What follows belongs to an exercise in optimizing a design on an open flow for a short achievable clock period and few clock cycles; a production flow would make more cautious choices.
Function was checked by simulation only, so behaviour that the tests miss may differ from the original.
Power figures rest on the tool's default switching activity, not on a simulated workload.

==> flow/design.v <==
package proc_pkg;
    typedef logic [32-1:0] word_t;
    typedef logic [5-1:0] reg_idx_t;
    typedef logic [5-1:0] opcode_t;    
    typedef logic [5-1:0] alu_op_t;
    typedef logic [5-1:0] shamt_t;      
endpackage
module alu (
    input  logic [31:0] a,
    input  logic [31:0] b,
    input  logic [4:0]  sh,
    input  logic [31:0] pc1,
    input  logic        s_add,
    input  logic        s_sub,
    input  logic        s_and,
    input  logic        s_or,
    input  logic        s_sll,
    input  logic        s_sra,
    input  logic        s_link,
    output logic [31:0] y
);
    function automatic logic [31:0] ks_add(input logic [31:0] x, input logic [31:0] z,
                                           input logic cin);
        logic [31:0] p, g, gp, pp, ng, np;
        p = x ^ z;
        g = x & z;
        gp = g;
        pp = p;
        gp[0] = g[0] | (p[0] & cin);
        for (int d = 1; d < 32; d = d * 2) begin
            for (int i = 0; i < 32; i++) begin
                if (i >= d) begin
                    ng[i] = gp[i] | (pp[i] & gp[i-d]);
                    np[i] = pp[i] & pp[i-d];
                end else begin
                    ng[i] = gp[i];
                    np[i] = pp[i];
                end
            end
            gp = ng;
            pp = np;
        end
        ks_add = p ^ {gp[30:0], cin};
    endfunction
    logic [31:0] sum, diff, sl, sr;
    assign sum  = ks_add(a, b, 1'b0);
    assign diff = ks_add(a, ~b, 1'b1);
    assign sl   = a << sh;
    assign sr   = $signed(a) >>> sh;
    assign y = ({32{s_add}}  & sum)  |
               ({32{s_sub}}  & diff) |
               ({32{s_and}}  & (a & b)) |
               ({32{s_or}}   & (a | b)) |
               ({32{s_sll}}  & sl)   |
               ({32{s_sra}}  & sr)   |
               ({32{s_link}} & pc1);
endmodule
module processor (
    input  logic               clock,
    input  logic               rst_n,
    output proc_pkg::word_t    address_imem,
    input  proc_pkg::word_t    q_imem,
    output proc_pkg::word_t    address_dmem,
    output proc_pkg::word_t    data,
    output logic               wren,
    input  proc_pkg::word_t    q_dmem,
    output logic               ctrl_write_enable,
    output proc_pkg::reg_idx_t ctrl_write_reg,
    output proc_pkg::reg_idx_t ctrl_read_reg_a,
    output proc_pkg::reg_idx_t ctrl_read_reg_b,
    output proc_pkg::word_t    data_write_reg,
    input  proc_pkg::word_t    data_read_reg_a,
    input  proc_pkg::word_t    data_read_reg_b
);
    localparam int BTB_N = 32;           
    logic        x_redirect;             
    logic [31:0] x_actual;               
    logic        stall;                  
    logic [31:0] ras;                    
    logic [31:0] fpc;
    logic [31:0] fpc1;
    logic        inf;                    
    logic [31:0] f2_pc;
    logic [31:0] f2_pc1;
    logic        f2_bhit;
    logic        f2_bmatch;
    logic [BTB_N-1:0]       btb_v;
    logic [BTB_N-1:0][3:0]  btb_tag;
    logic [BTB_N-1:0][9:0]  btb_tgt;     
    logic [BTB_N-1:0][1:0]  btb_ctr;
    logic [BTB_N-1:0]       btb_ret;
    logic [4:0]  fidx;
    logic        bhit;
    logic        bmatch;                 
    logic [31:0] bp_tgt;
    logic [31:0] pred_next;
    assign fpc1      = fpc + 32'd1;
    assign fidx      = fpc[4:0];
    assign bmatch    = btb_v[fidx] && (btb_tag[fidx] == fpc[8:5]);
    assign bhit      = bmatch && btb_ctr[fidx][1];
    assign bp_tgt    = btb_ret[fidx] ? ras : {fpc[31:10], btb_tgt[fidx]};
    assign pred_next = bhit ? bp_tgt : fpc1;
    assign address_imem = fpc;
    logic [4:0]  q_op;
    logic        f2_isj;
    logic        f2_isret;
    logic        f2_isback;              
    logic [10:0] f2_blo;                 
    logic        f2_redirect;
    logic [31:0] f2_tgt;
    logic [2:0]  qv;                     
    logic        issue;
    assign q_op        = q_imem[31:27];
    assign f2_isj      = (q_op == 5'd1) || (q_op == 5'd3);
    assign f2_isret    = (q_op == 5'd4) && (q_imem[26:22] == 5'd31);
    assign f2_blo      = {1'b0, f2_pc1[9:0]} + {1'b0, q_imem[9:0]};
    assign f2_isback   = ((q_op == 5'd2) || (q_op == 5'd6)) &&
                         (q_imem[16:10] == 7'h7f) && f2_blo[10] && !f2_bmatch;
    assign f2_redirect = inf && ((!f2_bhit && (f2_isj || f2_isret)) || f2_isback);
    assign f2_tgt      = f2_isj ? {5'd0, q_imem[26:0]} :
                         f2_isback ? {f2_pc1[31:10], f2_blo[9:0]} : ras;
    assign issue = !(qv[2] || (qv[1] && inf));
    logic [31:0] fpc_other;
    assign fpc_other = f2_redirect ? f2_tgt : (issue ? pred_next : fpc);
    always_ff @(posedge clock) begin
        if (!rst_n) begin
            fpc <= '0;
            inf <= 1'b0;
        end else begin
            fpc <= x_taken ? (red_t ? act_t : fpc_other) : (red_n ? act_n : fpc_other);
            inf <= issue && !x_redirect && !f2_redirect;
        end
    end
    always_ff @(posedge clock) begin
        if (issue) begin
            f2_pc   <= fpc;
            f2_pc1  <= fpc1;
            f2_bhit   <= bhit;
            f2_bmatch <= bmatch;
        end
    end
    always_ff @(posedge clock) begin
        if (!rst_n) begin
            ras <= '0;
        end else if (inf && (q_op == 5'd3)) begin
            ras <= f2_pc1;
        end
    end
    logic [2:0][31:0] q_ir;
    logic [2:0][31:0] q_pc1;
    logic [2:0][31:0] q_pnpc;
    logic [2:0][9:0]  q_pclo;
    logic [2:0][4:0]  q_rb;
    logic [31:0] n_ir, n_pc1, n_pnpc;
    logic [9:0]  n_pclo;
    logic [4:0]  n_rb;
    logic        push, pop;
    logic        dpop;                   
    assign n_ir   = q_imem;
    assign n_pc1  = f2_pc1;
    assign n_pnpc = f2_redirect ? f2_tgt : fpc;
    assign n_pclo = f2_pc[9:0];
    assign n_rb   = (q_op == 5'd0) ? q_imem[16:12] : q_imem[26:22];
    assign push = inf && !x_redirect;
    assign pop  = qv[0] && !stall && !x_redirect;
    assign dpop = qv[0] && !stall;
    always_ff @(posedge clock) begin
        if (!rst_n || x_redirect) begin
            qv <= '0;
        end else begin
            case ({pop, push})
                2'b10: qv <= {1'b0, qv[2:1]};
                2'b01: qv <= {qv[1:0], 1'b1};
                default: qv <= qv;
            endcase
        end
    end
    always_ff @(posedge clock) begin
        for (int k = 0; k < 3; k++) begin
            logic take_new;
            logic shift;
            shift    = dpop && (k < 2);
            if (k == 0) begin
                take_new = dpop ? !qv[1] : !qv[0];
            end else if (k == 1) begin
                take_new = dpop ? (qv[1] && !qv[2]) : (qv[0] && !qv[1]);
            end else begin
                take_new = dpop ? 1'b0 : (qv[1] && !qv[2]);
            end
            if (take_new) begin
                q_ir[k]   <= n_ir;
                q_pc1[k]  <= n_pc1;
                q_pnpc[k] <= n_pnpc;
                q_pclo[k] <= n_pclo;
                q_rb[k]   <= n_rb;
            end else if (shift) begin
                q_ir[k]   <= q_ir[k+1];
                q_pc1[k]  <= q_pc1[k+1];
                q_pnpc[k] <= q_pnpc[k+1];
                q_pclo[k] <= q_pclo[k+1];
                q_rb[k]   <= q_rb[k+1];
            end
        end
    end
    logic [31:0] d_ir;
    logic [4:0]  d_op, d_rd, d_rs, d_rb, d_dest;
    logic        d_r, d_addi, d_lw, d_sw, d_bne, d_blt, d_j, d_jal, d_jr;
    logic        d_uses_a, d_uses_b, d_wr, d_useimm;
    logic [4:0]  d_fn;
    logic [31:0] d_imm;
    logic [31:0] d_tgt;
    logic        x_valid, x_wr, x_isld;
    logic [4:0]  x_dest;
    logic        m_wr, m_isld;
    logic [4:0]  m_dest;
    logic [31:0] xm_res;
    logic [31:0] m_val;
    assign d_ir   = q_ir[0];
    assign d_op   = d_ir[31:27];
    assign d_rd   = d_ir[26:22];
    assign d_rs   = d_ir[21:17];
    assign d_rb   = q_rb[0];
    assign d_fn   = d_ir[6:2];
    assign d_imm  = {{(32 - 17){d_ir[17-1]}}, d_ir[16:0]};
    assign d_r    = (d_op == 5'd0);
    assign d_addi = (d_op == 5'd5);
    assign d_lw   = (d_op == 5'd8);
    assign d_sw   = (d_op == 5'd7);
    assign d_bne  = (d_op == 5'd2);
    assign d_blt  = (d_op == 5'd6);
    assign d_j    = (d_op == 5'd1);
    assign d_jal  = (d_op == 5'd3);
    assign d_jr   = (d_op == 5'd4);
    assign d_uses_a = d_r || d_addi || d_lw || d_sw || d_bne || d_blt;
    assign d_uses_b = d_r || d_sw || d_bne || d_blt || d_jr;
    assign d_dest   = d_jal ? 5'd31 : d_rd;
    assign d_wr     = (d_r || d_addi || d_lw || d_jal) && (d_dest != 5'd0);
    assign d_useimm = d_addi || d_lw || d_sw;
    assign d_tgt    = (d_j || d_jal) ? {5'd0, d_ir[26:0]} : (q_pc1[0] + d_imm);
    assign ctrl_read_reg_a = d_rs;
    assign ctrl_read_reg_b = d_rb;
    logic d_agu, x_hit_a, x_hit_b;
    assign d_agu   = d_lw || d_sw;
    assign x_hit_a = x_valid && x_wr && (x_dest == d_rs);
    assign x_hit_b = x_valid && x_wr && (x_dest == d_rb);
    assign stall = qv[0] && (
        (x_isld && ((d_uses_a && x_hit_a) || (d_uses_b && x_hit_b))) ||
        (d_agu && x_hit_a) ||
        (d_sw && x_hit_b));
    assign m_val = m_isld ? q_dmem : xm_res;
    function automatic logic [31:0] dbyp(input logic [4:0] idx, input logic [31:0] rf);
        if (m_wr && (m_dest == idx)) begin
            dbyp = m_val;
        end else begin
            dbyp = rf;
        end
    endfunction
    logic [31:0] d_va, d_vb;
    logic        d_sela, d_selb;
    assign d_va   = dbyp(d_rs, data_read_reg_a);
    logic d_ahit;
    assign d_ahit = m_wr && (m_dest == d_rs);
    assign d_vb   = dbyp(d_rb, data_read_reg_b);
    assign d_sela = x_valid && x_wr && !x_isld && (x_dest == d_rs);
    assign d_selb = x_valid && x_wr && !x_isld && (x_dest == d_rb);
    logic [31:0] x_a, x_b, x_o2, x_pc1, x_pnpc, x_tgt;
    logic        x_sela, x_selb, x_selo2;
    logic [4:0]  x_sh;
    logic        x_add, x_sub, x_and, x_or, x_sll, x_sra, x_link;
    logic        x_bne, x_blt, x_j, x_jr, x_ret;
    logic [9:0]  x_pclo;
    logic [31:0] x_addr, x_sd;
    logic        x_wren;
    always_ff @(posedge clock) begin
        if (!rst_n) begin
            x_valid <= 1'b0;
            x_wren  <= 1'b0;
        end else begin
            x_valid <= pop;
            x_wren  <= pop && d_sw;
        end
    end
    always_ff @(posedge clock) begin
        x_addr <= d_ahit ? (m_val + d_imm) : (data_read_reg_a + d_imm);
        x_sd   <= d_vb;
    end
    assign address_dmem = x_addr;
    assign data         = x_sd;
    assign wren         = x_wren;
    always_ff @(posedge clock) begin
        x_a     <= d_va;
        x_b     <= d_vb;
        x_o2    <= d_useimm ? d_imm : d_vb;
        x_sela  <= d_sela;
        x_selb  <= d_selb;
        x_selo2 <= d_selb && !d_useimm;
        x_sh    <= d_ir[11:7];
        x_pc1   <= q_pc1[0];
        x_pnpc  <= q_pnpc[0];
        x_tgt   <= d_tgt;
        x_pclo  <= q_pclo[0];
        x_dest  <= d_dest;
        x_wr    <= d_wr;
        x_isld  <= d_lw;
        x_bne   <= d_bne;
        x_blt   <= d_blt;
        x_j     <= d_j || d_jal;
        x_jr    <= d_jr;
        x_ret   <= d_jr && (d_rd == 5'd31);
        x_add   <= d_addi || (d_r && (d_fn == 5'd0));
        x_sub   <= d_r && (d_fn == 5'd1);
        x_and   <= d_r && (d_fn == 5'd2);
        x_or    <= d_r && (d_fn == 5'd3);
        x_sll   <= d_r && (d_fn == 5'd4);
        x_sra   <= d_r && (d_fn == 5'd5);
        x_link  <= d_jal;
    end
    logic [31:0] a_val, b_val, o2_val, x_res;
    logic        x_ne, x_lt, x_taken, x_isct, x_mis, x_tk;
    logic        x_eq_tgt, x_eq_seq, x_tgt_seq;
    assign a_val  = x_sela  ? xm_res : x_a;
    assign b_val  = x_selb  ? xm_res : x_b;
    assign o2_val = x_selo2 ? xm_res : x_o2;
    alu u_alu (
        .a      (a_val),
        .b      (o2_val),
        .sh     (x_sh),
        .pc1    (x_pc1),
        .s_add  (x_add),
        .s_sub  (x_sub),
        .s_and  (x_and),
        .s_or   (x_or),
        .s_sll  (x_sll),
        .s_sra  (x_sra),
        .s_link (x_link),
        .y      (x_res)
    );
    function automatic logic slt(input logic [31:0] u, input logic [31:0] v);
        logic [31:0] x, y, g, p;
        x = {~u[31], u[30:0]};
        y = ~{~v[31], v[30:0]};
        g = x & y;
        p = x | y;
        for (int d = 1; d < 32; d = d * 2) begin
            for (int i = 31; i >= 0; i--) begin
                if ((i % (2 * d)) == (2 * d - 1)) begin
                    g[i] = g[i] | (p[i] & g[i-d]);
                    p[i] = p[i] & p[i-d];
                end
            end
        end
        slt = !(g[31] | p[31]);
    endfunction
    logic ne_rr, ne_fr, ne_rf, lt_rr, lt_fr, lt_rf, jne_r, jne_f;
    assign ne_rr = (x_b != x_a);
    assign ne_fr = (xm_res != x_a);
    assign ne_rf = (x_b != xm_res);
    assign lt_rr = slt(x_b, x_a);
    assign lt_fr = slt(xm_res, x_a);
    assign lt_rf = slt(x_b, xm_res);
    assign jne_r = (x_b != x_pnpc);
    assign jne_f = (xm_res != x_pnpc);
    always_comb begin
        case ({x_selb, x_sela})
            2'b00:   begin x_ne = ne_rr; x_lt = lt_rr; end
            2'b10:   begin x_ne = ne_fr; x_lt = lt_fr; end
            2'b01:   begin x_ne = ne_rf; x_lt = lt_rf; end
            default: begin x_ne = 1'b0;  x_lt = 1'b0;  end
        endcase
    end
    assign x_taken = (x_bne && x_ne) || (x_blt && x_lt);
    assign x_isct  = x_bne || x_blt || x_j || x_jr;
    assign x_eq_tgt  = (x_tgt == x_pnpc);
    assign x_eq_seq  = (x_pc1 == x_pnpc);
    assign x_tgt_seq = (x_tgt == x_pc1);
    logic [31:0] act_t, act_n;
    logic        mis_t, mis_n, tk_t, tk_n;
    always_comb begin
        if (x_jr) begin
            act_n = b_val;
            mis_n = x_selb ? jne_f : jne_r;
            tk_n  = (b_val != x_pc1);
        end else if (x_j) begin
            act_n = x_tgt;
            mis_n = !x_eq_tgt;
            tk_n  = !x_tgt_seq;
        end else begin
            act_n = x_pc1;
            mis_n = !x_eq_seq;
            tk_n  = 1'b0;
        end
        if (x_bne || x_blt) begin
            act_t = x_tgt;
            mis_t = !x_eq_tgt;
            tk_t  = !x_tgt_seq;
        end else begin
            act_t = act_n;
            mis_t = mis_n;
            tk_t  = tk_n;
        end
    end
    logic red_t, red_n;
    assign red_t      = x_valid && mis_t;
    assign red_n      = x_valid && mis_n;
    assign x_redirect = x_taken ? red_t : red_n;
    assign x_actual   = x_taken ? act_t : act_n;
    assign x_mis      = x_taken ? mis_t : mis_n;
    assign x_tk       = x_taken ? tk_t  : tk_n;
    logic        m_upd, m_tk, m_isct, m_ret;
    logic [9:0]  m_pclo;
    logic [31:0] m_actual;
    always_ff @(posedge clock) begin
        if (!rst_n) begin
            m_wr   <= 1'b0;
            m_isld <= 1'b0;
            m_upd  <= 1'b0;
        end else begin
            m_wr   <= x_valid && x_wr;
            m_isld <= x_valid && x_isld;
            m_upd  <= x_valid && (x_isct || x_mis);
        end
    end
    always_ff @(posedge clock) begin
        m_dest   <= x_dest;
        xm_res   <= x_res;
        m_tk     <= x_tk;
        m_isct   <= x_isct;
        m_ret    <= x_ret;
        m_pclo   <= x_pclo;
        m_actual <= x_actual;
    end
    logic [BTB_N-1:0] umatch;
    logic [BTB_N-1:0] usel;
    always_comb begin
        for (int i = 0; i < BTB_N; i++) begin
            umatch[i] = btb_v[i] && (btb_tag[i] == m_pclo[8:5]);
            usel[i]   = m_upd && ({27'd0, m_pclo[4:0]} == i);
        end
    end
    always_ff @(posedge clock) begin
        for (int i = 0; i < BTB_N; i++) begin
            if (!rst_n) begin
                btb_v[i] <= 1'b0;
            end else if (usel[i] && m_tk) begin
                btb_v[i] <= 1'b1;
            end
            if (usel[i]) begin
                if (m_tk) begin
                    btb_tag[i] <= m_pclo[8:5];
                    btb_tgt[i] <= m_actual[9:0];
                    btb_ret[i] <= m_ret;
                    btb_ctr[i] <= umatch[i] ? ((btb_ctr[i] == 2'd3) ? 2'd3 : btb_ctr[i] + 2'd1)
                                            : 2'd2;
                end else if (umatch[i]) begin
                    btb_ctr[i] <= (m_isct && (btb_ctr[i] != 2'd0)) ? btb_ctr[i] - 2'd1 : 2'd0;
                end
            end
        end
    end
    logic        w_wr;
    logic [4:0]  w_dest;
    logic [31:0] w_data;
    always_ff @(posedge clock) begin
        if (!rst_n) begin
            w_wr <= 1'b0;
        end else begin
            w_wr <= m_wr;
        end
    end
    always_ff @(posedge clock) begin
        w_dest <= m_dest;
        w_data <= m_val;
    end
    assign ctrl_write_enable = w_wr;
    assign ctrl_write_reg    = w_dest;
    assign data_write_reg    = w_data;
endmodule
==> flow/flow/run.sh <==
#!/bin/bash
set -euo pipefail
bash standard.sh SETUP_SLACK_MARGIN=6 finish > make_finish.log 2>&1
==> flow/standard.sh <==
#!/bin/bash
# synth_recipe.tcl (not shown) runs the flow's synth.tcl, then flattens the netlist and writes it again
# the make line also repeats each setting of config.mk as NAME=value (left out here)
make -C /OpenROAD-flow-scripts/flow DESIGN_CONFIG=/design/flow/config.mk WORK_HOME=/design/flow/orfs CLKGATE_MAP_FILE= SYNTH_SCRIPT=/design/flow/synth_recipe.tcl "${@:-finish}"
==> flow/config.mk <==
export PLATFORM = sky130hd
export DESIGN_NAME = processor
export DESIGN_NICKNAME = processor
export VERILOG_FILES = /design/flow/design.v
export SDC_FILE = /design/flow/constraint.sdc
export NUM_CORES = 4
export LEC_CHECK = 0
export ABC_CLOCK_PERIOD_IN_PS = 3000
export CAP_MARGIN = 20
export CORE_MARGIN = 2
export CORE_UTILIZATION = 40
export SLEW_MARGIN = 20
==> flow/constraint.sdc <==
create_clock -name core_clock -period 9.5 [get_ports {clock}]
set_input_delay 1.9000 -clock core_clock [delete_from_list [all_inputs] [get_ports {clock}]]
set_output_delay 1.9000 -clock core_clock [all_outputs]
set_load 0.01 [all_outputs]
==> run notes, run 1 <==
top cell type's share of synthesized area 36.97%; kind of critical path register to register; Antenna Nets Post-Route 0; post-synthesis instance area 74,470 um^2; routability congestion estimate 1.024; DR pass1 iterations 6; cell taking the most area after synthesis edfxtp_1; final net count 7,784; Net Count, Synth 7,204; DRC viols 0; ys async rst share 0%; largest net degree at the start of global routing 130; Critical Path Sink Type register; sequential share of the synthesized area 49.39%; Slew @ Worst Pin 1.134 ns; fin crit period 4.080 ns; number of global-route vias before repair 57,209; power density over the cells 209.1 nW/um^2; largest stage delay on the critical path 0.44 ns; Post-synth EDFFs 917; Hold Path Class register to register; Setup Skew 0.06816 ns; Fmax achieved 0.2451 GHz; drt wl/cell 30.67 um; clock root cell clkbuf_16; Total GRT Usage 30.91%; FP Rows 158; clk slew on worst S/H paths 0.07 ns; via count 59,258; critical path required time 10.20 ns; P_leak 35.29 nW; initial antenna violation count 14; Setup WS post-layout 5.420 ns; io pins 275; Unique masters post-synth 102; Yosys warning total 7; critical path cell sequence buf_12 > buf_12 > mux2i_4 > buf_4 > a221oi_2 > nand4_1 > nor4_1 > a31oi_1 > a41oi_4 > buf_12 > nand3_2 > buf_6 > nor2b_4 > and2_1 > ha_1 > o311a_1; Worst EP arrival 4.78 ns; pre-CTS setup slack 2.957 ns; register bit total from synthesis 1,379; starting density of the core 40.21%; Worst Path Max Fanout 12; Critical Path Source x_sela; clock latency on the worst-skew pair 0.83 ns; Bufs on Longest Clock Path 3; # hold bufs at CTS 0; synthesized instance count 6,740; H-tree levels 4; outcome complete, no violations; Post-DP HPWL 207,500 um; most used cell, CP buf_12; RSZ-0062 raised after global routing yes; first-pass GRT wire length 424,900 um; worst r2r src x_sela; synth-to-layout area growth 25.54%; Die H 435.5 um; setup violators final 0; Fillers 16,292; Core ar. 185,200 um^2; synth top area cells edfxtp_1, dfxtp_1, ha_1; CTS tree yes; share of cells above drive strength 1 25.38%; setup tns final 0 ns; DIE WIDTH 435.5 um; Final Max Slew Viols 0; min-delay src q_pnpc[13]; Die Footprint 189,700 um^2; CTS sink cnt 1,379; DR iter-0 viols 6,569; total gr overflow 0; Fin. Hold Viols 0; final WL 304,800 um; Vias/cell 5.964; Post-synth top flop edfxtp_1; Num CTS Buffers 152; worst relative slew slack 24.42%; Slowest cell on crit path a221oi_2; Tcrit/Tclk final 42.94%; total of max-cap violations 0; IO buf count 274; peak supply drop 0.0002023 V; CP Launch Type register; syn_area_per_cell 11.05 um^2
worst paths after layout:
kind	to	slack, ns	depth (start not counted)
worst max-delay path	qv[0]	5.42	16
worst max register to register	qv[0]	5.42	16
worst min-delay path	x_pnpc[13]	0.31	0
worst min register to register	x_pnpc[13]	0.31	0
logic make-up (layout without fill, tap and decap cells):
kind of cell             count (synthesis)  in the layout  synth area share, %
AND/OR/NAND/NOR                       1821           1824                11.47
flip-flops                            1379           1379                49.39
AO/OA/AOI/OAI                         1313           1316                11.40
buffers and inverters                  758           1458                4.413
multiplexers                           696            696                12.46
XOR/XNOR                               424            424                5.007
adder cells (fa/ha/maj)                349            349                5.863
other                                    0             10                    0
where the power goes:
| part | switching, mW | internal [mW] | leakage (nW) |
|---|---|---|---|
| sequential | 0.961 | 7.24 | 12.7 |
| combinational | 3.02 | 2.30 | 20.1 |
| clock | 2.59 | 3.43 | 2.45 |
| total | 6.58 | 13.0 | 35.3 |
layout make-up:
| type | instances | area (um^2) | share of cell area, % |
|---|---|---|---|
| timing repair buffer | 800 | 8401 | 8.985 |
| inverter | 378 | 1439 | 1.539 |
| antenna | 10 | 25.02 | 0.02677 |
| sequential | 1379 | 37080 | 39.66 |
| clock inverter | 74 | 768.2 | 0.8217 |
| tap | 2480 | 3103 | 3.319 |
| clock buffer | 206 | 4250 | 4.546 |
| multi-input combinational | 4609 | 38420 | 41.10 |
layout by cell type (no fill, tap or decap), drive strengths merged, types with 22 or more instances in the layout:
cell,count
edfxtp,917
nor2,627
buf,537
nand2,501
dfxtp,462
inv,378
a21oi,358
ha,329
o21ai,326
mux2i,306
xnor2,239
mux2,238
clkbuf,215
xor2,184
mux4,152
dlygate4sd2,115
nand2b,113
nor3,106
clkdlybuf4s50,92
nor4,90
nor2b,77
nand3,76
a31oi,72
nand4,57
clkinv,54
a211oi,52
o31ai,45
nand3b,43
a21o,39
o211ai,35
o21a,34
a221oi,34
clkdlybuf4s15,30
a22oi,28
and3,27
o2111ai,27
a22o,25
o22ai,23
o2bb2ai,22
layer usage:
layer / vias to the layer above / GRT usage (%) / routed length (um)
li1: 25810 / - / -
met3: 825 / 5.513 / 22330
met5: - / 0 / 53
met2: 2979 / 49.55 / 140400
met1: 29636 / 37.66 / 116300
met4: 8 / 21.89 / 25690
Yosys cell counts (45+ instances only):
library cell,n
nor2_1,626
edfxtp_1,917
o31ai_1,45
xnor2_1,239
clkbuf_1,231
mux2_2,238
a211oi_1,51
nor3_1,106
a31oi_1,72
nand2b_1,113
mux4_2,122
nand4_1,57
mux2i_1,306
buf_1,65
nand3_1,75
nand2_1,499
ha_1,329
dfxtp_1,462
nor2b_1,77
nor4_1,89
inv_1,371
a21oi_1,357
o21ai_0,320
xor2_1,184
state kept, by name, indices dropped and copies added (netlist names), 64 cells and up:
name	cells
q_ir	96
q_pnpc	96
q_pc1	96
btb_tag	128
btb_tgt	320
btb_ctr	64
what timing repair did:
| item | 4_1_cts | 5_1_grt |
|---|---|---|
| endpoints found under the setup margin | 492 | 381 |
| pin swaps | 211 | 187 |
| gates cloned | 31 | 6 |
| setup buffers | 265 | 96 |
| resized for setup | 1205 | 331 |
through the flow:
step                hold WS (ns)  total power [mW]  instances  instance area (um^2)  utilization, %
global placement          0.3151             12.54       9248                 79750           43.05
detailed placement        0.3168             12.58       9248                 79750           43.05
floorplan                 0.3096             10.70       6740                 74680               -
global route              0.3168             20.12       9930                 93480           50.46
CTS                       0.3218             19.24       9824                 91190           49.23
finish                    0.3140             19.55       9936                 93490           50.47
worst max-delay path: cells and delay by family, from the launching register on:
family | cells | cell delay [ns]
AOI/OAI and AO/OA | 4 | 1.24
and+or+nand+nor | 5 | 0.93
buffers and inverters | 5 | 0.84
DFF | 1 | 0.40
adders and majority gates | 1 | 0.34
muxes | 1 | 0.18
Testbench counts, summed over its fixed seeds: cycles 31,711.
==> run 2, diff against run 1 <==
--- a/flow/design.v
+++ b/flow/design.v
@@ -259,6 +259,16 @@
     logic        d_sela, d_selb;
     assign d_va   = dbyp(d_rs, data_read_reg_a);
-    logic d_ahit;
-    assign d_ahit = m_wr && (m_dest == d_rs);
+    logic       d_ahit;
+    logic [4:0] rs_next;
+    always_comb begin
+        if (dpop) begin
+            rs_next = qv[1] ? q_ir[1][21:17] : q_imem[21:17];
+        end else begin
+            rs_next = qv[0] ? q_ir[0][21:17] : q_imem[21:17];
+        end
+    end
+    always_ff @(posedge clock) begin
+        d_ahit <= rst_n && x_valid && x_wr && (x_dest == rs_next);
+    end
     assign d_vb   = dbyp(d_rb, data_read_reg_b);
     assign d_sela = x_valid && x_wr && !x_isld && (x_dest == d_rs);
@@ -282,5 +292,6 @@
     end
     always_ff @(posedge clock) begin
-        x_addr <= d_ahit ? (m_val + d_imm) : (data_read_reg_a + d_imm);
+        x_addr <= !d_ahit ? (data_read_reg_a + d_imm) :
+                  m_isld  ? (q_dmem + d_imm) : (xm_res + d_imm);
         x_sd   <= d_vb;
     end
==> run 2 against run 1 <==
Against the previous run:
- hold slack improved by 0.010 ns
- register-to-register slack got worse by 0.09 ns
- synthesized area decreased by 1.2%
- final area increased by 0.61%
- die area decreased by 1.2%
- sequential power decreased by 9.1%
- cell count decreased by 0.29%
- first-iteration DRC count increased by 3.0%
- highest routed layer unchanged
- maximum frequency decreased by 2.1%
- sequential share of layout area decreased by 0.22 points
==> run notes, run 2 <==
initial antenna violation count 22 (+8); total gr overflow 0 (unchanged); Fmax achieved 0.2401 GHz (-2.1%); Critical Path Source x_selo2; Num CTS Buffers 149 (-2.0%); DR pass1 iterations 8 (+2); Antenna Nets Post-Route 0 (unchanged); first-pass GRT wire length 427,100 um (+0.53%); final WL 310,000 um (+1.7%); kind of critical path register to register; max reg flops 320 (unchanged); io pins 275 (unchanged); Die H 432.9 um (-0.59%); outcome complete, no violations; Vias/cell 5.996 (+0.54%); synth top area cells edfxtp_1, dfxtp_1, ha_1; Critical Path Sink Type register; share of cells above drive strength 1 27.97% (+2.6 points); drt wl/cell 31.29 um (+2.0%); Die Footprint 187,400 um^2 (-1.2%); register bit total from synthesis 1,380 (+0.073%); critical path cell sequence buf_12 > mux2i_4 > inv_2 > ha_4 > fa_2 > a21oi_2 > o21bai_4 > a2111oi_4 > o21ai_2 > a41oi_2 > buf_6 > o31ai_4 > a221o_1 > nand2_1 > a21oi_2 > or4_4 > a22oi_2; number of global-route vias before repair 56,775 (-0.76%); ys async rst share 0% (unchanged); H-tree levels 4 (unchanged); Slew @ Worst Pin 1.212 ns (+0.07796 ns); RSZ-0062 raised after global routing yes; Setup Skew 0.08284 ns (+0.01468 ns); setup tns final 0 ns (unchanged); Worst EP arrival 4.88 ns (+0.10 ns); Worst Path Max Fanout 3 (-9); via count 59,404 (+0.25%); critical path required time 10.22 ns (+0.02 ns); largest stage delay on the critical path 0.52 ns (+0.08 ns); DIE WIDTH 432.9 um (-0.59%); WHS Endpoint m_pclo[3]; total power 17.14 mW (-12%); final net count 7,770 (-0.18%); clk slew on worst S/H paths 0.06 ns (about the same); Yosys warning total 7 (unchanged); Unique masters post-synth 93 (-8.8%); IO buf count 274 (unchanged); Core ar. 182,900 um^2 (-1.3%); DRC viols 0 (unchanged); CTS sink cnt 1,380 (+0.073%); Post-DP HPWL 210,500 um (+1.5%); clock root cell clkbuf_16; min-delay src x_pclo[3]; synth-to-layout area growth 27.81%; largest net degree at the start of global routing 146 (+12%); Total GRT Usage 31.96% (+1.1 points); Slowest cell on crit path or4_4; Bufs on Longest Clock Path 3 (unchanged); peak supply drop 0.0001698 V (-16%); Hold Crit Depth 0 (unchanged); cell taking the most area after synthesis edfxtp_1; Critical R2R Capture xm_res[30]; top cell type's share of synthesized area 37.42% (+0.44 points); setup violators final 0 (unchanged); most used cell, CP a21oi_2; Fin. Hold Viols 0 (unchanged); starting density of the core 40.24% (about the same); post-synthesis instance area 73,590 um^2 (-1.2%); most frequent cells in the layout edfxtp_1, nor2_1, nand2_1, buf_4, inv_1; most common cell after layout, fill and taps aside edfxtp_1; total of max-cap violations 0 (unchanged); largest registers btb_tgt x320, btb_tag x128; Final Max Slew Viols 0 (unchanged); worst r2r path cells 17 (+1); CP Launch Type register; fin crit period 4.166 ns (+0.08615 ns); P_leak 35.36 nW (+0.20%); routability congestion estimate 1.055 (+3.0%); # hold bufs at CTS 0 (unchanged); Hold WS 0.3244 ns (+0.01035 ns); worst r2r src x_selo2; Post-synth EDFFs 917 (unchanged); syn_area_per_cell 11.07 um^2 (+0.20%); power density over the cells 182.2 nW/um^2 (-13%); Hold Path Class register to register; worst relative slew slack 18.47% (-5.9 points); Fillers 15,874 (-2.6%); clock latency on the worst-skew pair 0.84 ns (about the same); CTS tree yes; Top reg by flops btb_tgt; Post-synth top cells edfxtp_1, nor2_1, dfxtp_1; Tcrit/Tclk final 43.85% (+0.91 points); FP Rows 157 (-0.63%); synthesized instance count 6,647 (-1.4%); Net Count, Synth 7,111 (-1.3%); Post-synth top flop edfxtp_1; FF-to-FF setup slack 5.33 ns (-0.09 ns); sequential share of the synthesized area 50.01% (+0.62 points); DR iter-0 viols 6,764 (+3.0%); leading cell type by number of instances after synthesis edfxtp_1
run 2: worst max-delay path by stage:
stage	endpoint	slack, ns	cells after the start
after global placement	fpc[25]	3.37	16
after floorplan	x_addr[31]	5.04	15
final	xm_res[30]	5.33	17
after detailed placement	fpc[25]	3.22	16
after global routing	xm_res[31]	5.28	18
after CTS	xm_res[30]	5.33	17
run 2: worst max-delay path, delay by kind of cell (launching register included):
family	cells	cell delay [ns]
AOI/OAI and AO/OA	9	1.68
and+or+nand+nor	2	0.61
adders and majority gates	2	0.57
muxes	1	0.41
DFF	1	0.40
buffers and inverters	3	0.39
run 2: power by group:
group	switching, mW	internal [mW]	leakage, nW
Clock	2.66	3.36	2.44
Sequential	0.589	6.86	12.6
Combinational	2.12	1.55	20.3
Total	5.36	11.8	35.4
run 2: what timing repair did:
item                                    in CTS  in global routing
pin swaps                                  200                227
gates cloned                                33                 11
endpoints found under the setup margin     575                317
hold endpoints to repair                     0                  0
buffers inserted                           290                126
resized for setup                         1100                410
run 2: metrics by stage:
stage | instance area (um^2) | utilization [%] | setup WS [ns] | cells
after floorplan | 74590 | - | 5.040 | 6647
after global placement | 79800 | 43.63 | 3.369 | 9159
after detailed placement | 79810 | 43.64 | 3.218 | 9159
after CTS | 91050 | 49.78 | 5.330 | 9759
after global routing | 94040 | 51.42 | 5.285 | 9898
final | 94060 | 51.43 | 5.334 | 9907
run 2: area by class of cell:
| cell class | instances | area (um^2) | share of cell area [%] |
|---|---|---|---|
| clock buffer | 193 | 3995 | 4.247 |
| timing repair inverter | 1 | 11.26 | 0.01197 |
| inverter | 374 | 1456 | 1.548 |
| multi-input combinational | 4529 | 38440 | 40.87 |
| tap | 2464 | 3083 | 3.278 |
| clock inverter | 84 | 1087 | 1.156 |
| timing repair buffer | 871 | 8855 | 9.414 |
| antenna | 11 | 27.53 | 0.02926 |
| sequential | 1380 | 37110 | 39.45 |
run 2: cell families after synthesis:
family / after synthesis / share of synthesized area (%)
xor gates and xnor gates: 422 / 5.022
muxes: 676 / 12.44
adders and majority gates: 355 / 6.015
and+or+nand+nor: 1676 / 10.62
buffers and inverters: 747 / 4.079
DFF: 1380 / 50.01
AOI/OAI and AO/OA: 1391 / 11.81
run 2: layer usage:
metal / global-route usage, % / wire length, um / vias to the layer above
li1: - / - / 25710
met1: 37.34 / 113400 / 29344
met2: 50.87 / 140800 / 3280
met3: 6.707 / 24890 / 1050
met4: 25.85 / 30750 / 20
met5: 0 / 137 / -
Testbench counts of run 2, summed over its fixed seeds: cycles 31,711.
==> run 3, diff against run 2 <==
--- a/flow/design.v
+++ b/flow/design.v
@@ -18,5 +18,6 @@
     input  logic        s_sra,
     input  logic        s_link,
-    output logic [31:0] y
+    output logic [31:0] y_as,
+    output logic [31:0] y_ot
 );
     function automatic logic [31:0] ks_add(input logic [31:0] x, input logic [31:0] z,
@@ -48,11 +49,10 @@
     assign sl   = a << sh;
     assign sr   = $signed(a) >>> sh;
-    assign y = ({32{s_add}}  & sum)  |
-               ({32{s_sub}}  & diff) |
-               ({32{s_and}}  & (a & b)) |
-               ({32{s_or}}   & (a | b)) |
-               ({32{s_sll}}  & sl)   |
-               ({32{s_sra}}  & sr)   |
-               ({32{s_link}} & pc1);
+    assign y_as = s_sub ? diff : sum;
+    assign y_ot = ({32{s_and}}  & (a & b)) |
+                  ({32{s_or}}   & (a | b)) |
+                  ({32{s_sll}}  & sl)   |
+                  ({32{s_sra}}  & sr)   |
+                  ({32{s_link}} & pc1);
 endmodule
 module processor (
@@ -214,5 +214,6 @@
     logic        m_wr, m_isld;
     logic [4:0]  m_dest;
-    logic [31:0] xm_res;
+    logic [31:0] xm_res;                 
+    logic [31:0] xm_as, xm_ot;           
     logic [31:0] m_val;
     assign d_ir   = q_ir[0];
@@ -276,6 +277,10 @@
     logic [31:0] x_a, x_b, x_o2, x_pc1, x_pnpc, x_tgt;
     logic        x_sela, x_selb, x_selo2;
+    logic        x_sela_as, x_selb_as, x_selo2_as;    
+    logic        x_sela_ot, x_selb_ot, x_selo2_ot;    
     logic [4:0]  x_sh;
     logic        x_add, x_sub, x_and, x_or, x_sll, x_sra, x_link;
+    logic        x_asop;                 
+    assign x_asop = x_add || x_sub;
     logic        x_bne, x_blt, x_j, x_jr, x_ret;
     logic [9:0]  x_pclo;
@@ -306,4 +311,10 @@
         x_selb  <= d_selb;
         x_selo2 <= d_selb && !d_useimm;
+        x_sela_as  <= d_sela && x_asop;
+        x_selb_as  <= d_selb && x_asop;
+        x_selo2_as <= d_selb && !d_useimm && x_asop;
+        x_sela_ot  <= d_sela && !x_asop;
+        x_selb_ot  <= d_selb && !x_asop;
+        x_selo2_ot <= d_selb && !d_useimm && !x_asop;
         x_sh    <= d_ir[11:7];
         x_pc1   <= q_pc1[0];
@@ -327,10 +338,11 @@
         x_link  <= d_jal;
     end
-    logic [31:0] a_val, b_val, o2_val, x_res;
+    logic [31:0] a_val, b_val, o2_val, x_as, x_ot;
     logic        x_ne, x_lt, x_taken, x_isct, x_mis, x_tk;
     logic        x_eq_tgt, x_eq_seq, x_tgt_seq;
-    assign a_val  = x_sela  ? xm_res : x_a;
-    assign b_val  = x_selb  ? xm_res : x_b;
-    assign o2_val = x_selo2 ? xm_res : x_o2;
+    assign a_val  = ({32{x_sela_as}} & xm_as) | ({32{x_sela_ot}} & xm_ot) | ({32{!x_sela}} & x_a);
+    assign b_val  = ({32{x_selb_as}} & xm_as) | ({32{x_selb_ot}} & xm_ot) | ({32{!x_selb}} & x_b);
+    assign o2_val = ({32{x_selo2_as}} & xm_as) | ({32{x_selo2_ot}} & xm_ot) |
+                    ({32{!x_selo2}} & x_o2);
     alu u_alu (
         .a      (a_val),
@@ -345,5 +357,6 @@
         .s_sra  (x_sra),
         .s_link (x_link),
-        .y      (x_res)
+        .y_as   (x_as),
+        .y_ot   (x_ot)
     );
     function automatic logic slt(input logic [31:0] u, input logic [31:0] v);
@@ -434,5 +447,7 @@
     always_ff @(posedge clock) begin
         m_dest   <= x_dest;
-        xm_res   <= x_res;
+        xm_as    <= x_as;
+        xm_ot    <= x_ot;
+        xm_res   <= x_asop ? x_as : x_ot;
         m_tk     <= x_tk;
         m_isct   <= x_isct;
==> run 3 against run 2 <==
Against the previous run:
- worst setup slack improved by 0.097 ns
- sequential power is 14% higher
- non-clock buffer count is 57 higher
- combinational power increased by 59%
- synthesized cell count is 5.8% higher
- final area increased by 4.1%
- register-to-register slack gained 0.097 ns
==> run notes, run 3 <==
outcome complete, no violations; total power 20.91 mW (+22%); Fmax achieved 0.2458 GHz (+2.4%); Fillers 16,449 (+3.6%); setup tns final 0 ns (unchanged); clk slew on worst S/H paths 0.06 ns (about the same); CTS tree yes; IO buf count 274 (unchanged); Yosys warning total 7 (unchanged); first-pass GRT wire length 468,700 um (+9.7%); cell area after placement 82,300 um^2 (+3.1%); DIE WIDTH 440.3 um (+1.7%); Total GRT Usage 34.23% (+2.3 points); synth top area cells edfxtp_1, dfxtp_1, ha_1; Final Instance Area 97,890 um^2 (+4.1%); Final Max Slew Viols 0 (unchanged); Hold Path Class register to register; Num CTS Buffers 162 (+8.7%); via count 63,397 (+6.7%); Tcrit/Tclk final 42.83% (-1.0 points); min-delay src q_pclo[1]; Net Count, Synth 7,499 (+5.5%); total gr overflow 0 (unchanged); Bufs on Longest Clock Path 3 (unchanged); final WL 345,400 um (+11%); Antenna Nets Post-Route 0 (unchanged); DR iter-0 viols 7,516 (+11%); kind of critical path register to register; post-synthesis instance area 76,150 um^2 (+3.5%); fin crit period 4.068 ns (-0.09726 ns); Die H 440.3 um (+1.7%); synthesized instance count 7,035 (+5.8%); Worst EP arrival 4.73 ns (-0.15 ns); most frequent cells in the layout edfxtp_1, nand2_1, nor2_1, buf_4, dfxtp_1; Critical Path Sink Type register; max reg flops 320 (unchanged); top cell type's share of synthesized area 36.16% (-1.3 points); number of global-route vias before repair 60,377 (+6.3%); Critical R2R Capture fpc[26]; FP Rows 160 (+1.9%); largest registers btb_tgt x320, btb_tag x128; worst r2r path cells 14 (-3); setup violators final 0 (unchanged); cell taking the most area after synthesis edfxtp_1; largest net degree at the start of global routing 111 (-24%); critical path required time 10.16 ns (-0.06 ns); # hold bufs at CTS 0 (unchanged); starting density of the core 40.17% (-0.075 points); Slew @ Worst Pin 1.288 ns (+0.07617 ns); total of max-cap violations 0 (unchanged); worst relative slew slack 13.23% (-5.2 points); storage element area 38,550 um^2 (+3.9%); Setup Skew 0.08253 ns (-0.0003126 ns); Post-synth top cells edfxtp_1, nand2_1, nor2_1; P_leak 37.65 nW (+6.5%); Worst Path Max Fanout 8 (+5); clock latency on the worst-skew pair 0.86 ns (+0.02 ns); final net count 8,191 (+5.4%); io pins 275 (unchanged); RSZ-0062 raised after global routing yes; Unique masters post-synth 86 (-7.5%); Die Footprint 193,900 um^2 (+3.4%); area taken by multi-input logic gates 39,420 um^2 (+2.5%); CP Launch Type register; CTS sink cnt 1,450 (+5.1%); Post-DP HPWL 233,200 um (+11%); worst r2r src fpc[0]; DRC viols 0 (unchanged); leading cell type by number of instances after synthesis edfxtp_1; Top reg by flops btb_tgt; WHS Endpoint x_pclo[1]; synth-to-layout area growth 28.55%; peak supply drop 0.0001950 V (+15%); initial antenna violation count 31 (+41%); Post-synth top flop edfxtp_1; Fin. Hold Viols 0 (unchanged); syn_area_per_cell 10.82 um^2 (-2.2%); most common cell after layout, fill and taps aside edfxtp_1; sequential share of the synthesized area 50.17% (+0.16 points); power density over the cells 213.6 nW/um^2 (+17%); clock root cell clkbuf_16; Hold Crit Depth 0 (unchanged); ys async rst share 0% (unchanged); H-tree levels 4 (unchanged); drt wl/cell 33.26 um (+6.3%); register bit total from synthesis 1,450 (+5.1%); Vias/cell 6.105 (+1.8%); Core ar. 189,600 um^2 (+3.7%); Post-synth EDFFs 917 (unchanged); DR pass1 iterations 9 (+1); routability congestion estimate 1.028 (-2.5%); share of cells above drive strength 1 26.75% (-1.2 points); FF-to-FF setup slack 5.43 ns (+0.10 ns)
run 3: changes by cell type after synthesis, moves of 22 or more:
cell and delta:
nand3_1 +50, nand2_1 +219, dfxtp_1 +70, a211oi_1 -41, buf_1 +24, o31ai_1 +22
o22ai_1 -36, mux2_2 -39, a22oi_1 +37, nor2_1 -37, or3_1 +22, a21oi_1 -31
clkbuf_1 +39
run 3: layer usage:
metal  global-route usage, %  vias to the layer above  wire length, um
met5                       0                        -              115
met4                   29.01                       16            37200
met3                   6.478                     1150            28900
met2                   54.42                     3761           156400
met1                   39.96                    31343           122800
li1                        -                    27127                -
run 3: kinds of logic after synthesis:
| logic type | share of synthesized area (%) |
|---|---|
| buffers and inverters | 4.088 |
| AND/OR/NAND/NOR | 11.85 |
| AO/OA/AOI/OAI | 12.09 |
| XOR/XNOR | 5.003 |
| multiplexers | 11.00 |
| flip-flops | 50.17 |
| adder cells (fa/ha/maj) | 5.800 |
run 3: final cells by class:
type | count | share of cell area, %
Clock inverter | 79 | 1.106
Tap cell | 2511 | 3.210
Sequential cell | 1450 | 39.39
Timing Repair inverter | 6 | 0.1061
Clock buffer | 219 | 4.544
Antenna cell | 13 | 0.03323
Inverter | 380 | 1.516
Multi-Input combinational cell | 4799 | 40.27
Timing Repair Buffer | 928 | 9.834
run 3: repair_timing:
| action | CTS | global route |
|---|---|---|
| setup endpoints to repair | 701 | 326 |
| pin swaps | 225 | 192 |
| buffers inserted | 338 | 100 |
| resized for setup | 1255 | 355 |
| cloned | 43 | 8 |
run 3: per-stage QoR:
stage | setup WS (ns) | instances | hold WS [ns] | util [%]
finish | 5.432 | 10385 | 0.3208 | 51.63
CTS | 5.494 | 10264 | 0.3181 | 50.32
global placement | 2.467 | 9583 | 0.3149 | 43.40
floorplan | 5.135 | 7035 | 0.3096 | -
detailed placement | 2.456 | 9585 | 0.3131 | 43.41
global route | 5.425 | 10373 | 0.3247 | 51.62
run 3: worst max-delay path, stage by stage (launching register included):
cell	delay (ns)
dfxtp_4	0.49
buf_12	0.14
buf_16	0.13
mux4_2	0.54
mux2i_2	0.21
nor2_1	0.09
or4_4	0.55
xor2_2	0.16
or4_4	0.52
buf_12	0.18
clkinv_16	0.07
a21oi_4	0.05
or2_4	0.37
o221ai_4	0.20
o32ai_2	0.10
run 3: worst max-delay path by stage:
stage / start / endpoint / cells past startpoint
finish: fpc[0] / fpc[26] / 14
floorplan: q_imem[0] / fpc[16] / 15
global route: fpc[0] / fpc[26] / 14
global placement: q_imem[30] / fpc[12] / 13
detailed placement: q_imem[30] / fpc[26] / 11
CTS: fpc[0] / fpc[24] / 14
run 3: power by group:
group / total (mW) / internal [mW] / switching, mW / leakage (nW)
clock: 6.56 / 3.74 / 2.82 / 2.68
sequential: 8.52 / 7.57 / 0.955 / 13.3
combinational: 5.83 / 2.41 / 3.42 / 21.7
total: 20.9 / 13.7 / 7.19 / 37.6
Testbench counts of run 3, summed over its fixed seeds: cycles 31,711.
==> run 4, diff against run 3 <==
--- a/flow/design.v
+++ b/flow/design.v
@@ -94,5 +94,4 @@
     logic        bmatch;                 
     logic [31:0] bp_tgt;
-    logic [31:0] pred_next;
     assign fpc1      = fpc + 32'd1;
     assign fidx      = fpc[4:0];
@@ -100,5 +99,4 @@
     assign bhit      = bmatch && btb_ctr[fidx][1];
     assign bp_tgt    = btb_ret[fidx] ? ras : {fpc[31:10], btb_tgt[fidx]};
-    assign pred_next = bhit ? bp_tgt : fpc1;
     assign address_imem = fpc;
     logic [4:0]  q_op;
@@ -121,6 +119,9 @@
                          f2_isback ? {f2_pc1[31:10], f2_blo[9:0]} : ras;
     assign issue = !(qv[2] || (qv[1] && inf));
-    logic [31:0] fpc_other;
-    assign fpc_other = f2_redirect ? f2_tgt : (issue ? pred_next : fpc);
+    logic [31:0] fpc_other_h, fpc_other_m, fpc_h, fpc_m;
+    assign fpc_other_h = f2_redirect ? f2_tgt : (issue ? bp_tgt : fpc);
+    assign fpc_other_m = f2_redirect ? f2_tgt : (issue ? fpc1 : fpc);
+    assign fpc_h = x_taken ? (red_t ? act_t : fpc_other_h) : (red_n ? act_n : fpc_other_h);
+    assign fpc_m = x_taken ? (red_t ? act_t : fpc_other_m) : (red_n ? act_n : fpc_other_m);
     always_ff @(posedge clock) begin
         if (!rst_n) begin
@@ -128,5 +129,5 @@
             inf <= 1'b0;
         end else begin
-            fpc <= x_taken ? (red_t ? act_t : fpc_other) : (red_n ? act_n : fpc_other);
+            fpc <= bhit ? fpc_h : fpc_m;
             inf <= issue && !x_redirect && !f2_redirect;
         end
==> run 4 against run 3 <==
Against the previous run:
- sequential power down about 10%
- synthesized area up 0.70%
- hold slack worse by 0.019 ns
- die area up 0.69%
- count of clock-buffer cells in the layout up 3
- critical path type unchanged
- largest power group unchanged
- highest routed layer unchanged
==> run notes, run 4 <==
most common cell after layout, fill and taps aside edfxtp_1; Worst Path Max Fanout 3 (-5); starting density of the core 40.28% (+0.11 points); Num CTS Buffers 163 (+0.62%); Tcrit/Tclk final 46.70% (+3.9 points); CTS tree yes; Setup Skew 0.07987 ns (-0.002661 ns); Unique masters post-synth 94 (+9.3%); clk slew on worst S/H paths 0.06 ns (about the same); first-pass GRT wire length 451,300 um (-3.7%); power density over the cells 184.6 nW/um^2 (-14%); initial antenna violation count 20 (-35%); DRC viols 0 (unchanged); Bufs on Longest Clock Path 3 (unchanged); grt met1 use 38.94% (-1.0 points); Fmax achieved 0.2254 GHz (-8.3%); P_leak 37.05 nW (-1.6%); Worst EP arrival 5.14 ns (+0.41 ns); Layout Utilization 50.86% (-0.78 points); routability congestion estimate 1.010 (-1.8%); syn_area_per_cell 10.88 um^2 (+0.51%); H-tree levels 4 (unchanged); setup violators final 0 (unchanged); Antenna Nets Post-Route 0 (unchanged); number of global-route vias before repair 60,377 (unchanged); io pins 275 (unchanged); Fin. Hold Viols 0 (unchanged); post-synthesis instance area 76,680 um^2 (+0.70%); register bit total from synthesis 1,450 (unchanged); storage element area 38,490 um^2 (-0.18%); largest registers btb_tgt x320, btb_tag x128; max reg flops 320 (unchanged); FP Rows 160 (unchanged); total gr overflow 0 (unchanged); critical path required time 10.21 ns (+0.05 ns); Slew @ Worst Pin 1.306 ns (+0.01836 ns); via count 62,060 (-2.1%); final WL 325,300 um (-5.8%); Top reg by flops btb_tgt; grt met2 use 51.96% (-2.5 points); pre-CTS setup slack 3.163 ns (+0.7072 ns); met3 usage 5.461% (-1.0 points); CP Launch Type register; most used routing layer met2; Vias/cell 6.045 (-0.97%); total power 17.88 mW (-14%); DIE WIDTH 441.8 um (+0.35%); peak supply drop 0.0001732 V (-11%); Post-DP HPWL 222,600 um (-4.6%); kind of critical path register to register; top cell type's share of synthesized area 35.91% (-0.25 points); cell area after placement 82,760 um^2 (+0.55%); Setup WS post-layout 5.064 ns (-0.3680 ns); Critical Path Sink Type register; setup tns final 0 ns (unchanged); outcome complete, no violations; Post-synth top flop edfxtp_1; fin crit period 4.436 ns (+0.3680 ns); clock root cell clkbuf_16; Post-synth EDFFs 917 (unchanged); Hold Path Class register to register; final net count 8,067 (-1.5%); worst relative slew slack 12.00% (-1.2 points); CTS sink cnt 1,450 (unchanged); DR pass1 iterations 8 (-1); synthesized instance count 7,048 (+0.18%); most frequent cells in the layout edfxtp_1, nor2_1, nand2_1, dfxtp_1, inv_1; total of max-cap violations 0 (unchanged); ys async rst share 0% (unchanged); share of cells above drive strength 1 25.81% (-0.94 points); synth top area cells edfxtp_1, dfxtp_1, ha_1; Yosys warning total 7 (unchanged); Net Count, Synth 7,512 (+0.17%); Post-synth top cells edfxtp_1, nor2_1, nand2_1; area taken by multi-input logic gates 39,740 um^2 (+0.83%); # hold bufs at CTS 0 (unchanged); RSZ-0062 raised after global routing yes; Die H 441.8 um (+0.35%); Total GRT Usage 32.04% (-2.2 points); synth-to-layout area growth 26.27%; leading cell type by number of instances after synthesis edfxtp_1; Die Footprint 195,200 um^2 (+0.69%); sequential share of the synthesized area 49.83% (-0.35 points); largest net degree at the start of global routing 138 (+24%); cell taking the most area after synthesis edfxtp_1; Final Max Slew Viols 0 (unchanged); Placed Cells 9,557 (-0.29%); DR iter-0 viols 6,880 (-8.5%); drt wl/cell 31.69 um (-4.7%); clock latency on the worst-skew pair 0.89 ns (+0.03 ns); Finished Layout Cells 10,266 (-1.1%); Final Instance Area 96,830 um^2 (-1.1%); Core ar. 190,400 um^2 (+0.42%); IO buf count 274 (unchanged); Hold WS 0.3014 ns (-0.01947 ns); Fillers 16,665 (+1.3%)
-- run 4: final cells by class --
class                           count  area share, %
Multi-Input combinational cell   4786          41.05
Clock inverter                     81          1.116
Antenna cell                       14        0.03618
Inverter                          397          1.562
Sequential cell                  1450          39.75
Clock buffer                      222          4.658
Timing Repair Buffer              805          8.587
Tap cell                         2511          3.245
-- run 4: worst max-delay path, cell delays in order (launching register included) --
cell and delay [ns]:
dfxtp_4 0.39, buf_12 0.17, buf_8 0.12, o21ai_4 0.20, inv_2 0.08, fa_2 0.41, o21ba_4 0.23, or4_4 0.46
a311o_2 0.41, a311o_2 0.38, a211o_1 0.34, a31o_1 0.30, a31o_1 0.27, o311ai_2 0.09, xnor2_1 0.13, mux2_4 0.27
-- run 4: path summary, 6_finish.rpt --
check / start / end / slack, ns / cells after the start
worst min register to register: q_pnpc[22] / x_pnpc[22] / 0.30 / 0
worst max-delay path: x_sela / xm_res[28] / 5.06 / 15
worst min-delay path: q_pnpc[22] / x_pnpc[22] / 0.30 / 0
worst max register to register: x_sela / xm_res[28] / 5.06 / 15
-- run 4: metal layers --
metal  part of all wire (%)  vias to the layer above
met5                  0.014                        -
met4                    8.2                        6
met3                    7.6                      897
met2                     46                     3317
met1                     38                    30982
li1                       -                    26858
-- run 4: repair_timing --
item / 4_1_cts / 5_1_grt
setup endpoints to repair: 681 / 522
cloned: 32 / 7
buffers inserted: 261 / 91
gates resized for setup: 1215 / 294
pin swaps: 175 / 170
-- run 4: logic make-up (layout without fill, tap and decap cells) --
group | after synthesis | count (layout) | share of synthesized area [%]
AOI/OAI and AO/OA | 1421 | 1421 | 12.00
DFF | 1450 | 1450 | 49.83
muxes | 648 | 648 | 11.58
buffers and inverters | 819 | 1505 | 4.203
xor gates and xnor gates | 441 | 441 | 5.037
adders and majority gates | 350 | 350 | 5.708
and+or+nand+nor | 1919 | 1926 | 11.65
other | 0 | 14 | 0
-- run 4: where the power goes --
group / total (mW) / switching (mW) / leakage, nW / internal [mW]
clock: 6.55 / 2.86 / 2.69 / 3.69
combinational: 3.65 / 2.13 / 21.1 / 1.52
sequential: 7.67 / 0.524 / 13.2 / 7.15
total: 17.9 / 5.51 / 37.0 / 12.4
Testbench counts of run 4, summed over its fixed seeds: cycles 31,711.

-- static timing again, ports no longer ideal --
The results above use ideal ports. As a check the final layouts listed here were re-extracted and re-timed, cells and wires unchanged. Step 1 (the two cells are an assumption about what drives the block):
set clk [get_ports {clock}]
set_driving_cell -lib_cell sky130_fd_sc_hd__clkbuf_16 $clk
set_driving_cell -lib_cell sky130_fd_sc_hd__buf_2 [delete_from_list [all_inputs] $clk]
Step 2 times the ports against the registers' clock, not the clock port: input delays grow and output delays shrink by t, the midpoint of the rising clock arrivals with the driver on. a / b / c = ideal ports / drivers / drivers and shift; a / b = the first two.
| run | t (ns) | setup slack, ns | worst setup path after step 2 | clock arrival spread, ns |
|---|---|---|---|---|
| run 1 | 0.876 | 5.420 / 5.373 / 4.497 | input to register | 0.068 / 0.068 |
| run 2 | 0.885 | 5.334 / 5.334 / 4.495 | input to register | 0.093 / 0.092 |
| run 3 | 0.907 | 5.432 / 5.432 / 4.668 | input to register | 0.083 / 0.083 |
| run 4 | 0.935 | 5.064 / 5.064 / 4.314 | input to register | 0.082 / 0.082 |
After both steps setup and hold are still met in every run listed. For run 1, which loses most, drivers alone change the setup slack by -0.047 ns; drivers and shift together by -0.923 ns.
